From an optimization exercise on the open Yosys and OpenROAD flow, aimed at small area and few clock cycles per item; shortcuts taken in it are not production practice. Where RTL was checked, it was by simulation tests only, not by an equivalence proof against the original. The RTL of run 1 was laid out without a check of its function. Power is estimated from default activity; no workload was simulated.

==> flow/design.v (outline; a module is shown in full before it is edited, if it fits) <==
// module fir_stream_filter: 1242 lines
// module fir_fa: 4 lines
// module fir_ha: 4 lines
module fir_stream_filter (
  input  logic               clk,
  input  logic               rst_n,
  input  logic               in_valid,
  output logic               in_ready,
  input  logic signed [15:0] in_data,
  output logic               out_valid,
  input  logic               out_ready,
  output logic signed [15:0] out_data,
  output logic               out_sat,
  input  logic               coef_we,
  input  logic [2:0]         coef_addr,
  input  logic signed [15:0] coef_wdata,
  input  logic               coef_swap,
  input  logic               flush
);
  // ...
==> flow/run.sh <==
#!/bin/bash
# synth_recipe.tcl (not shown) runs the flow's synth.tcl, then flattens the netlist and writes it again
# the make line also repeats each setting of config.mk as NAME=value (left out here)
make -C /OpenROAD-flow-scripts/flow DESIGN_CONFIG=/design/flow/config.mk WORK_HOME=/design/flow/orfs CLKGATE_MAP_FILE= SYNTH_SCRIPT=/design/flow/synth_recipe.tcl finish
==> flow/config.mk <==
export PLATFORM = sky130hd
export DESIGN_NAME = fir_stream_filter
export DESIGN_NICKNAME = fir_stream_filter
export VERILOG_FILES = /design/flow/design.v
export SDC_FILE = /design/flow/constraint.sdc
export NUM_CORES = 4
export LEC_CHECK = 0
export ABC_AREA = 1
export CAP_MARGIN = 20
export CORE_MARGIN = 2
export CORE_UTILIZATION = 55
export SLEW_MARGIN = 20
export SYNTH_HIERARCHICAL = 1
export SYNTH_MINIMUM_KEEP_SIZE = 0
==> flow/constraint.sdc <==
create_clock -name core_clock -period 7.5 [get_ports {clk}]
set_input_delay 1.5000 -clock core_clock [delete_from_list [all_inputs] [get_ports {clk}]]
set_output_delay 1.5000 -clock core_clock [all_outputs]
set_load 0.01 [all_outputs]
==> key figures, run 1 <==
Status
  • Status: timing/DRC/antenna clean

Yosys
  • Area of the mapped netlist: 0.0606 mm2
  • Mux share of post-synthesis cell area: 0.149%
  • Mean Syn Cell Area: 11.9 um2

Placed design
  • Hpwl dp: 201000 um
  • PortBufs: 60
  • Routability cong.: 1.03

Route
  • WL met1: 88900 um
  • Total number of vias: 44700
  • Wire per inst: 36.8 um

Floorplanning
  • DIE AREA: 0.113 mm2
  • Initial core utilization: 55.6%
  • Core ar.: 0.109 mm2

Pwr
  • Clock group: 0.00271 W
  • Total power: 0.0244 W

STA
  • Hold Slack: 0.359 ns
  • Fin. Hold Viols: 0
  • Peak Freq: 142 MHz

Global route
  • M3 GR Usage: 10.1%

Cells and area
  • Most common cell after layout, fill and taps aside: fa_1
  • Number of non-clock buffers in the layout: 285
  • Clock buffer count in the final layout: 63
  • Register area: 0.0137 mm2
  • Util after Layout: 59.2%

Clock tree
  • Clock transition at the registers of the reported paths: 0.07 ns
  • Total CTS buffers: 53

Hold path
  • Hold Startpoint: shadow[4][0]

Critical path
  • Worst reg2reg path depth: 16
  • Worst EP required: 7.89 ns
  • Crit path top cell by count: fa_1

Flow run
  • Max Cap Viol: 0
==> run 2: changes to the inputs <==
--- a/flow/design.v
+++ b/flow/design.v
@@ -98,17 +98,16 @@
   assign lo_sum = {1'b0, row_a[L-1:0]} + {1'b0, row_b[L-1:0]};
   always_ff @(posedge clk) begin
     if (adv) begin
       ra_q <= row_a[34:L];
       rb_q <= row_b[34:L];
       cl_q <= lo_sum[L];
     end
   end
-  assign hi_sum = ra_q + rb_q + (35-L)'(cl_q);
   assign fits   = (hi_sum[34-L:30-L] == 5'b00000) || (hi_sum[34-L:30-L] == 5'b11111);
   assign out_data = fits ? hi_sum[30-L:15-L] : (hi_sum[34-L] ? 16'h8000 : 16'h7fff);
   assign out_sat  = !fits;
   always_ff @(posedge clk or negedge rst_n) begin
     if (!rst_n) out_valid <= 1'b0;
     else if (flush) out_valid <= 1'b0;
     else if (adv) out_valid <= s0_valid;
   end
@@ -1234,16 +1233,144 @@
   fir_fa u_fa1118 (.a(fs1049), .b(fc1084), .c(fs1085), .s(fs1118), .co(fc1118));
   fir_fa u_fa1119 (.a(fs1051), .b(fc1085), .c(fs1086), .s(fs1119), .co(fc1119));
   fir_fa u_fa1120 (.a(fc1051), .b(fs1087), .c(fc1086), .s(fs1120), .co(fc1120));
   fir_fa u_fa1121 (.a(fs1055), .b(fc1087), .c(fs1088), .s(fs1121), .co(fc1121));
   fir_fa u_fa1122 (.a(fc1055), .b(fs1089), .c(fc1088), .s(fs1122), .co(fc1122));
   fir_fa u_fa1123 (.a(fs1090), .b(fc1057), .c(fc1089), .s(fs1123), .co(fc1123));
   assign row_a = {1'b1, fc1123, fc1122, fc1121, fc1120, fc1119, fc1118, fc1117, fc1116, fc1115, fc1114, fc1113, fc1112, fc1111, fc1110, fc1109, fc1108, fc1107, fc1106, fc1105, fc1104, fc1103, fc1102, fc1101, fc1100, fc1099, fc1098, fc1097, fc1096, fc1095, fc1094, fc1093, fc1092, fc1091, fs1091};
   assign row_b = {1'b0, fc1090, fs1123, fs1122, fs1121, fs1120, fs1119, fs1118, fs1117, fs1116, fs1115, fs1114, fs1113, fs1112, fs1111, fs1110, fs1109, fs1108, fs1107, fs1106, fs1105, fs1104, fs1103, fs1102, fs1101, fs1100, fs1099, fs1098, fs1097, fs1096, fs1095, fs1094, fs1093, fs1092, fs1058};
+  logic [24:0] k_g, k_p;
+  logic [24:0] k_c;    
+  assign k_g = ra_q & rb_q;
+  assign k_p = ra_q ^ rb_q;
+  logic k_w0;
+  assign k_w0 = k_g[0] | (k_p[0] & cl_q);
+  logic k_w1;
+  assign k_w1 = k_g[1] | (k_p[1] & k_w0);
+  logic k_w2;
+  assign k_w2 = k_g[3] | (k_p[3] & k_g[2]);
+  logic k_w3;
+  assign k_w3 = k_p[3] & k_p[2];
+  logic k_w4;
+  assign k_w4 = k_g[5] | (k_p[5] & k_g[4]);
+  logic k_w5;
+  assign k_w5 = k_p[5] & k_p[4];
+  logic k_w6;
+  assign k_w6 = k_g[7] | (k_p[7] & k_g[6]);
+  logic k_w7;
+  assign k_w7 = k_p[7] & k_p[6];
+  logic k_w8;
+  assign k_w8 = k_g[9] | (k_p[9] & k_g[8]);
+  logic k_w9;
+  assign k_w9 = k_p[9] & k_p[8];
+  logic k_w10;
+  assign k_w10 = k_g[11] | (k_p[11] & k_g[10]);
+  logic k_w11;
+  assign k_w11 = k_p[11] & k_p[10];
+  logic k_w12;
+  assign k_w12 = k_g[13] | (k_p[13] & k_g[12]);
+  logic k_w13;
+  assign k_w13 = k_p[13] & k_p[12];
+  logic k_w14;
+  assign k_w14 = k_g[15] | (k_p[15] & k_g[14]);
+  logic k_w15;
+  assign k_w15 = k_p[15] & k_p[14];
+  logic k_w16;
+  assign k_w16 = k_g[17] | (k_p[17] & k_g[16]);
+  logic k_w17;
+  assign k_w17 = k_p[17] & k_p[16];
+  logic k_w18;
+  assign k_w18 = k_g[19] | (k_p[19] & k_g[18]);
+  logic k_w19;
+  assign k_w19 = k_p[19] & k_p[18];
+  logic k_w20;
+  assign k_w20 = k_g[21] | (k_p[21] & k_g[20]);
+  logic k_w21;
+  assign k_w21 = k_p[21] & k_p[20];
+  logic k_w22;
+  assign k_w22 = k_g[23] | (k_p[23] & k_g[22]);
+  logic k_w23;
+  assign k_w23 = k_p[23] & k_p[22];
+  logic k_w24;
+  assign k_w24 = k_w2 | (k_w3 & k_w1);
+  logic k_w25;
+  assign k_w25 = k_w6 | (k_w7 & k_w4);
+  logic k_w26;
+  assign k_w26 = k_w7 & k_w5;
+  logic k_w27;
+  assign k_w27 = k_w10 | (k_w11 & k_w8);
+  logic k_w28;
+  assign k_w28 = k_w11 & k_w9;
+  logic k_w29;
+  assign k_w29 = k_w14 | (k_w15 & k_w12);
+  logic k_w30;
+  assign k_w30 = k_w15 & k_w13;
+  logic k_w31;
+  assign k_w31 = k_w18 | (k_w19 & k_w16);
+  logic k_w32;
+  assign k_w32 = k_w19 & k_w17;
+  logic k_w33;
+  assign k_w33 = k_w22 | (k_w23 & k_w20);
+  logic k_w34;
+  assign k_w34 = k_w23 & k_w21;
+  logic k_w35;
+  assign k_w35 = k_w25 | (k_w26 & k_w24);
+  logic k_w36;
+  assign k_w36 = k_w29 | (k_w30 & k_w27);
+  logic k_w37;
+  assign k_w37 = k_w30 & k_w28;
+  logic k_w38;
+  assign k_w38 = k_w33 | (k_w34 & k_w31);
+  logic k_w39;
+  assign k_w39 = k_w34 & k_w32;
+  logic k_w40;
+  assign k_w40 = k_w36 | (k_w37 & k_w35);
+  logic k_w41;
+  assign k_w41 = k_w38 | (k_w39 & k_w40);
+  logic k_w42;
+  assign k_w42 = k_w27 | (k_w28 & k_w35);
+  logic k_w43;
+  assign k_w43 = k_w31 | (k_w32 & k_w40);
+  logic k_w44;
+  assign k_w44 = k_w4 | (k_w5 & k_w24);
+  logic k_w45;
+  assign k_w45 = k_w8 | (k_w9 & k_w35);
+  logic k_w46;
+  assign k_w46 = k_w12 | (k_w13 & k_w42);
+  logic k_w47;
+  assign k_w47 = k_w16 | (k_w17 & k_w40);
+  logic k_w48;
+  assign k_w48 = k_w20 | (k_w21 & k_w43);
+  logic k_w49;
+  assign k_w49 = k_g[2] | (k_p[2] & k_w1);
+  logic k_w50;
+  assign k_w50 = k_g[4] | (k_p[4] & k_w24);
+  logic k_w51;
+  assign k_w51 = k_g[6] | (k_p[6] & k_w44);
+  logic k_w52;
+  assign k_w52 = k_g[8] | (k_p[8] & k_w35);
+  logic k_w53;
+  assign k_w53 = k_g[10] | (k_p[10] & k_w45);
+  logic k_w54;
+  assign k_w54 = k_g[12] | (k_p[12] & k_w42);
+  logic k_w55;
+  assign k_w55 = k_g[14] | (k_p[14] & k_w46);
+  logic k_w56;
+  assign k_w56 = k_g[16] | (k_p[16] & k_w40);
+  logic k_w57;
+  assign k_w57 = k_g[18] | (k_p[18] & k_w47);
+  logic k_w58;
+  assign k_w58 = k_g[20] | (k_p[20] & k_w43);
+  logic k_w59;
+  assign k_w59 = k_g[22] | (k_p[22] & k_w48);
+  logic k_w60;
+  assign k_w60 = k_g[24] | (k_p[24] & k_w41);
+  assign k_c = {k_w41, k_w59, k_w48, k_w58, k_w43, k_w57, k_w47, k_w56, k_w40, k_w55, k_w46, k_w54, k_w42, k_w53, k_w45, k_w52, k_w35, k_w51, k_w44, k_w50, k_w24, k_w49, k_w1, k_w0, cl_q};
+  assign hi_sum = k_p ^ k_c;
 endmodule
 module fir_fa (input logic a, input logic b, input logic c, output logic s, output logic co);
   assign s  = a ^ b ^ c;
   assign co = (a & b) | (a & c) | (b & c);
 endmodule
 module fir_ha (input logic a, input logic b, output logic s, output logic co);
   assign s  = a ^ b;
   assign co = a & b;
==> run 2 against run 1 <==
Net effect: still clean; clock-buffer cell count rose by 4; flip-flop and latch count did not move; maximum frequency fell by 2.0%; combinational power fell by 22%; sequential power fell by 3%; synthesized area fell by 1.3%; clock skew fell by 0.038 ns; critical path depth fell by 1; critical path type unchanged; largest power group unchanged.
==> key figures, run 2 <==
Route
  • DR iter-0 viols: 6494
  • Detailed-router iteration count before antenna repair: 6
  • Via-to-Cell Ratio: 6.73
  • # DRC: 0
  • Post-Route WL: 229000 um
  • Antenna Nets Post-Route: 0
  • Total number of vias: 43134 (-3.5%)
  • Wire per inst: 35.7 um (-3.0%)

Yosys
  • Largest family of logic cells by synthesized area: adder cells
  • Unique cell type count in the Yosys netlist: 41
  • Post-synthesis xor/xnor area fraction: 18.0%
  • Ys flop type: edfxtp_1
  • Flops & latches, synth: 460
  • Ys async rst share: 5.87%
  • Mean Syn Cell Area: 12.0 um2 (+1.1%)
  • Area of the mapped netlist: 0.0598 mm2 (-1.3%)
  • Seq/Total Area, Yosys: 22.9%
  • Mux share of post-synthesis cell area: 0.151% (+0.0019 points)
  • Post-synth top area share: 36.9%
  • Adder-cell share of the synthesized area: 38.2%
  • Area leader, netlist: fa_1
  • Most frequent cells after synthesis: fa_1 (1102), xor2_1 (1070), o22ai_1 (966)
  • Post-Synth Simple-Gate Area: 3.12%
  • Most common cell in the netlist: fa_1
  • Post-synthesis compound-gate area fraction: 12.3%
  • Largest cells by area after synthesis: fa_1 (37%), edfxtp_1 (22%), xor2_1 (16%)
  • Syn Inst Count: 4981
  • Synth Warn #: 19
  • Post-synth EDFFs: 433

Global route
  • Vias in the first global route: 43922
  • Largest net degree at the start of global routing: 72
  • Total gr overflow: 0
  • First-pass GRT wire length: 326000 um
  • Initial antenna violation count: 1
  • GR Util All Layers: 41.9%

STA
  • Tmin final: 7.17 ns
  • Max-slew violation count: 0
  • Peak Freq: 140 MHz (-2.0%)
  • Unrepaired setup endpoints after global routing: false
  • Setup-failing EPs final: 0
  • TNS Setup: 0 ns
  • Slew @ Worst Pin: 1.08 ns
  • Worst clock skew: 0.0509 ns
  • Period utilisation layout: 95.6%
  • Rel. slew slack: 27.9%
  • Fin. Hold Viols: 0 (unchanged)

Floorplanning
  • DIE AREA: 0.111 mm2 (-1.3%)
  • Die height: 334 um
  • Cell row count: 120
  • Die X-Extent: 334 um
  • Core ar.: 0.108 mm2 (-1.4%)
  • I/O pins: 61
  • Initial core utilization: 55.6% (about the same)

Status
  • Status: timing/DRC/antenna clean

Critical path
  • Largest delay share family, worst path: adder cells
  • Crit path top cell by count: fa_1
  • Arr. time, crit path: 7.62 ns
  • CP max FO: 13
  • Worst EP required: 7.95 ns (+0.06 ns)
  • Critical path class: register to register
  • CP peak stage delay: 0.87 ns
  • CP endpoint kind: register
  • CP max stage cell: a31oi_2
  • Crit path buffers/inverters: 1
  • Startpoint class of the critical path: register
  • Worst-path cell chain: nand2_2 > nor2_2 > inv_1 > a31oi_2 > a21oi_1 > xor2_1 > fa_1 > fa_1 > fa_1 > fa_1 > fa_1 > fa_1 > fa_1 > fa_1 > fa_1

Clock tree
  • CTS tree: yes
  • H-tree Lvls: 2
  • Clock Tree Root: clkbuf_16
  • Setup repair bufs after CTS: 0
  • Total CTS buffers: 56 (+5.7%)
  • Clk buf depth: 3
  • Cts repair resizes: 0
  • Clock transition at the registers of the reported paths: 0.07 ns (about the same)
  • Clk sinks: 460
  • Worst-skew pair later-pin latency: 0.73 ns
  • CTS Hold Bufs: 0

Cells and area
  • Inserted Diodes: 0
  • Post-route cell area: 0.0640 mm2
  • Util after Layout: 59.5% (+0.28 points)
  • Most common cell after layout, fill and taps aside: fa_1
  • Fin nets: 6166
  • Biggest regs: active x128, shadow x128, x x128
  • Layout cell share with drive strength beyond 1: 11.1%
  • Highest-count cells in the layout ignoring fill and taps: fa_1 (1102), xor2_1 (1070), o22ai_1 (966)
  • Synth-to-Final Area Change: 6.99%

Hold path
  • Min-Delay Path Class: register to register

Placed design
  • Hpwl dp: 190000 um (-5.8%)
  • PortBufs: 60 (unchanged)
  • Placed Area: 0.0621 mm2
  • Routability cong.: 1.03 (-0.67%)

Pwr
  • P per Cell Area: 321 mW/mm2
  • Leakage: 32.3 nW
  • Worst-case vdd ir drop: 600 uV

Flow run
  • Max Cap Viol: 0 (unchanged)
==> run 2: changes by cell type after synthesis, moves of 27 or more <==
cell / change
nor2_1: -30
o22ai_1: +27
clkbuf_1: +51
nand2_4: -49
buf_4: +70
o22ai_2: -27
nor3_1: +53
buf_6: -40
buf_2: -32
a31oi_4: -55
xor2_4: +42
nand2_1: -46
a31oi_2: +55
o21ai_2: -95
==> run 2: Yosys stat by module, one instance, submodules excluded <==
module	cells inside	flops+latches	times used
fir_stream_filter	3857	460	1
fir_ha	1	0	31
fir_fa	1	0	1093
==> run 2: layout make-up <==
class / instances / area [um2]
tap: 1403 / 1760
multi-input combinational: 3844 / 43100
timing repair buffer: 291 / 2350
sequential: 460 / 13700
clock inverter: 37 / 413
fill: 8925 / 43500
clock buffer: 67 / 1480
inverter: 305 / 1150
==> run 2: path summary, 6_finish.rpt <==
| kind | from | to | slack (ns) | depth (start not counted) |
|---|---|---|---|---|
| setup / recovery | act_ok[0] | rb_q[9] | 0.33 | 15 |
| hold / removal | shadow[4][9] | active[4][9] | 0.40 | 0 |
| setup reg to reg | act_ok[0] | rb_q[9] | 0.33 | 15 |
| hold reg to reg | shadow[4][9] | active[4][9] | 0.40 | 0 |
| max in group asynchronous | rst_n | swap_q | 5.96 | 2 |
| min in group asynchronous | rst_n | out_valid | 1.20 | 2 |
==> run 2: stage by stage <==
stage / total power [W] / worst slack (ns) / hold WS (ns) / instances
CTS: 0.0205 / 0.359 / 0.397 / 6407
detailed placement: 0.0175 / 0.357 / 0.405 / 6303
finish: 0.0205 / 0.332 / 0.397 / 6407
global placement: 0.0172 / 0.473 / 0.400 / 6303
floorplan: 0.0125 / 1.40 / 0.400 / 4989
global route: 0.0220 / 0.119 / 0.410 / 6407
==> run 2: where the power goes <==
part           internal, W  switching (W)  leakage [nW]
Clock              0.00160        0.00128         0.905
Combinational      0.00585        0.00766          27.0
Sequential         0.00395       0.000184          4.43
Total               0.0114        0.00913          32.3
==> run 2: per-layer routing <==
metal	vias up	track usage [%]	share of wire (%)
li1	17124	-	-
met1	22118	53.9	35
met2	3211	61.8	44
met3	679	8.85	11
met4	2	33.6	10
met5	-	0	0.0052
==> run 2: kinds of logic after synthesis <==
family | after synthesis
flops | 460
xor+xnor | 1130
compound gates | 1132
buf+inv | 685
fa+ha+maj | 1166
simple gates | 399
other cells | 1
mux | 8
Testbench counts of run 2, summed over its fixed seeds: cycles 8,256, items 8,192.

-- what the ideal ports hide --
How much do the figures lean on ideal ports? The routed layouts below were timed once more, with nothing changed but the port constraints. Step 1 assumes that a clkbuf_16 drives the clock port and a buf_2 every other input. Step 2 times the ports against the registers' clock, not the clock port: input delays grow and output delays shrink by t, the midpoint of the rising clock arrivals with the driver on. Slacks: ideal / step 1 / step 2; pairs: ideal / step 1.
run | t, ns | slack for setup (ns) | worst slew at a driven data input, ns
run 1 | 0.771 | 0.477 / 0.477 / 0.477 | 0.09
run 2 | 0.786 | 0.332 / 0.332 / 0.332 | 0.08
After both steps every run listed still meets setup and hold.
